Background: an optimization exercise with open tools, aiming at small area. Do not read the settings as production practice.
The RTL was checked by simulation tests, not by an equivalence proof against the original design.

Setup of run 2:
// mshr_file
module mshr_file (
  input  wire logic                              clock,
  input  wire logic                              reset,
  input  wire logic                              req_valid,
  input  wire logic [mshr_pkg::ADDR_W-1:0]       req_addr,
  input  wire logic                              req_is_write,
  input  wire logic [mshr_pkg::DATA_W-1:0]       req_data,
  input  wire logic [mshr_pkg::REQ_ID_W-1:0]     req_req_id,
  output logic                                   req_ready,
  output logic                                   block_hit,
  output logic                                   set_conflict,
  output logic                                   acquire_valid,
  output logic [mshr_pkg::BLOCK_W-1:0]           acquire_block_addr,
  output logic [mshr_pkg::MSHR_ID_W-1:0]         acquire_mshr_id,
  input  wire logic                              acquire_ready,
  input  wire logic                              grant_valid,
  input  wire logic [mshr_pkg::MSHR_ID_W-1:0]    grant_id,
  output logic                                   replay_valid,
  output logic [mshr_pkg::ADDR_W-1:0]            replay_addr,
  output logic                                   replay_is_write,
  output logic [mshr_pkg::REQ_ID_W-1:0]          replay_req_id,
  output logic [mshr_pkg::SDQ_ID_W-1:0]          replay_sdq_id,
  output logic [mshr_pkg::DATA_W-1:0]            replay_data,
  input  wire logic                              replay_ready
);
Settings: LEC_CHECK=0, CAP_MARGIN=20, CORE_MARGIN=2, CORE_UTILIZATION=40, PLACE_DENSITY=0.6, SETUP_SLACK_MARGIN=0.15, SLEW_MARGIN=20; clock period 5.5 ns.
standard.sh (not shown) runs the stock make flow with config.mk's settings and CLKGATE_MAP_FILE= SYNTH_SCRIPT=/design/flow/synth_recipe.tcl, a recipe that flattens the netlist after the stock synthesis.
==> flow/flow/run.sh <==
#!/bin/bash
# Standard ORFS layout, with smaller port buffers and a clock tree without dummy loads.
set -euo pipefail
export BUFFER_PORTS_ARGS="-buffer_cell sky130_fd_sc_hd__buf_1"
export CTS_ARGS="-sink_clustering_enable -repair_clock_nets -dont_use_dummy_load"
bash standard.sh > flow_standard.log 2>&1
Edits applied to the flow inputs when going from run 2 to run 5:
==> flow/run.sh (new file) <==
#!/bin/bash
# synth_recipe.tcl (not shown) runs the flow's synth.tcl, then flattens the netlist and writes it again
# the make line also repeats each setting of config.mk as NAME=value (left out here)
make -C /OpenROAD-flow-scripts/flow DESIGN_CONFIG=/design/flow/config.mk WORK_HOME=/design/flow/orfs CLKGATE_MAP_FILE= SYNTH_SCRIPT=/design/flow/synth_recipe.tcl finish
removed: flow/flow/run.sh
removed: flow/standard.sh
--- outcome ---
- Compared to run 2, the router laid down more metal wire for run 5.
- Min routed wire length on met2 across run 2 and run 5: run 2
- Compared with run 2, run 5 shows number of CTS-inserted buffers that has gone down slightly.
- From run 2 to run 5 the numbers moved as follows: timing-limited maximum frequency has decreased; number of setup violations in the final report has remained practically unchanged.
- Relative to run 2, the final cell area reported for run 5 is higher.


mshr_file, a different RTL version from the one above (not shown whole).
Size: ~480 flip-flops, about 250 I/O pins, roughly 20000 sq um of cells after synthesis.
==> flow/design.v (excerpt) <==
module mshr_file (
  input  wire logic                              clock,
  input  wire logic                              reset,
  input  wire logic                              req_valid,
  input  wire logic [mshr_pkg::ADDR_W-1:0]       req_addr,
  input  wire logic                              req_is_write,
  input  wire logic [mshr_pkg::DATA_W-1:0]       req_data,
  input  wire logic [mshr_pkg::REQ_ID_W-1:0]     req_req_id,
  output logic                                   req_ready,
  output logic                                   block_hit,
  output logic                                   set_conflict,
  output logic                                   acquire_valid,
  output logic [mshr_pkg::BLOCK_W-1:0]           acquire_block_addr,
  output logic [mshr_pkg::MSHR_ID_W-1:0]         acquire_mshr_id,
  input  wire logic                              acquire_ready,
  input  wire logic                              grant_valid,
  input  wire logic [mshr_pkg::MSHR_ID_W-1:0]    grant_id,
  output logic                                   replay_valid,
  output logic [mshr_pkg::ADDR_W-1:0]            replay_addr,
  output logic                                   replay_is_write,
  output logic [mshr_pkg::REQ_ID_W-1:0]          replay_req_id,
  output logic [mshr_pkg::SDQ_ID_W-1:0]          replay_sdq_id,
  output logic [mshr_pkg::DATA_W-1:0]            replay_data,
  input  wire logic                              replay_ready
);
  localparam int N  = 4;
  localparam int CB = 23;    
  localparam int QW = 13;    
  localparam logic [1:0] S_IDLE       = 2'd0;
  localparam logic [1:0] S_ACQUIRE    = 2'd1;
  localparam logic [1:0] S_WAIT_GRANT = 2'd2;
  localparam logic [1:0] S_REPLAY     = 2'd3;
  logic [1:0]    state [N];
  logic [N-1:0]  two;           
  logic [N-1:0]  head;          
  logic [CB-1:0] blk   [N];
  logic [QW-1:0] q0    [N];
  logic [QW-1:0] q1    [N];
  logic [3:0]    sdq_valid;
  logic [63:0]   sdq_data [4];
  logic          acq_held;
  logic [1:0]    acq_held_sel;
  logic          rep_held;
  logic [1:0]    rep_held_sel;
  logic [CB-1:0] req_cblk;
  logic          cacheable;
  logic [N-1:0]  busy, idx_match, blk_match, sec_open;
  logic [N-1:0]  lowest_free;
  ...
==> flow/config.mk <==
export PLATFORM = sky130hd
export DESIGN_NAME = mshr_file
export DESIGN_NICKNAME = mshr_file
export VERILOG_FILES = /design/flow/design.v
export SDC_FILE = /design/flow/constraint.sdc
export NUM_CORES = 4
export LEC_CHECK = 0
export CAP_MARGIN = 20
export CORE_MARGIN = 2
export CORE_UTILIZATION = 40
export PLACE_DENSITY = 0.6
export SETUP_SLACK_MARGIN = 0.15
export SLEW_MARGIN = 20
==> flow/constraint.sdc <==
create_clock -name core_clock -period 5.5 [get_ports {clock}]
set_input_delay 1.1000 -clock core_clock [delete_from_list [all_inputs] [get_ports {clock}]]
set_output_delay 1.1000 -clock core_clock [all_outputs]
set_load 0.01 [all_outputs]
==> flow/flow/run.sh <==
#!/bin/bash
set -euo pipefail
export BUFFER_PORTS_ARGS="-buffer_cell sky130_fd_sc_hd__buf_1"
export CTS_ARGS="-sink_clustering_enable -repair_clock_nets -dont_use_dummy_load -buf_list sky130_fd_sc_hd__clkbuf_8 -sink_clustering_size 20 -sink_clustering_max_diameter 60"
bash standard.sh > flow_standard.log 2>&1
The first run ran to the end with no violations.
Then changed:
==> flow/flow/run.sh (replaced) <==
#!/bin/bash
set -euo pipefail
export BUFFER_PORTS_ARGS="-buffer_cell sky130_fd_sc_hd__buf_1"
export CTS_ARGS="-sink_clustering_enable -repair_clock_nets -dont_use_dummy_load -buf_list sky130_fd_sc_hd__clkbuf_4 -sink_clustering_size 16"
bash standard.sh > flow_standard.log 2>&1
Via count increases by 4.2%; synthesized cell count is unchanged; design area increases by 2.4%; core utilization increases by 1.1 points; cell count increases by 4.9%; wire length increases by 2.2%; setup slack degrades by 0.11 ns; global-route usage increases by 0.93 points.
Then changed:
==> flow/flow/run.sh (replaced) <==
#!/bin/bash
# The standard ORFS layout (standard.sh) with two changes:
# - port buffers use the smallest buffer, sky130_fd_sc_hd__buf_1
# - clock tree: clkbuf_8 buffers, larger sink clusters, no dummy loads
# Each tool's full output is in flow_standard.log and orfs/logs/.
set -euo pipefail
export BUFFER_PORTS_ARGS="-buffer_cell sky130_fd_sc_hd__buf_1"
export CTS_ARGS="-sink_clustering_enable -repair_clock_nets -dont_use_dummy_load -buf_list sky130_fd_sc_hd__clkbuf_8 -sink_clustering_size 16 -sink_clustering_max_diameter 50"
bash standard.sh > flow_standard.log 2>&1
Final area drops by 1.6%; setup slack gets better by 0.035 ns; global-route usage drops by 0.86 points.

## what the ideal ports hide
The flow's constraints put no driver on any port. The routed layouts listed below were extracted and timed again, unchanged, in two steps.
Step 1, drivers: a clkbuf_16 drives clock and a buf_2 each remaining input, both assumed.
Step 2, shift: input delay + t, output delay - t, t = (earliest + latest rising clock arrival at the registers) / 2. This alone moves slack from input paths to output paths.
Slacks: no drivers / after step 1 / after step 2; pairs: no drivers / after step 1.
| run | t (ns) | setup slack, ns | worst hold slack (ns) | worst data-port slew with drivers (ns) |
|---|---|---|---|---|
| run 2 | 0.629 | 0.383 / 0.327 / 0.436 | 0.476 / 0.476 / 0.476 | 0.10 |
| run 5 | 0.645 | 0.266 / 0.208 / 0.243 | 0.481 / 0.481 / 0.481 | 0.11 |
| the first run of note 2 | 0.633 | 0.470 / 0.420 / 0.815 | 0.539 / 0.553 / 0.561 | 0.10 |
| the second run of note 2 | 0.953 | 0.358 / 0.308 / 0.833 | 0.232 / 0.243 / 0.552 | 0.09 |
| the third run of note 2 | 0.674 | 0.393 / 0.344 / 0.871 | 0.479 / 0.498 / 0.558 | 0.10 |
After both steps setup and hold are still met in every run listed. For run 5, which loses most, drivers alone change the setup slack by -0.058 ns; drivers and shift together by -0.023 ns.
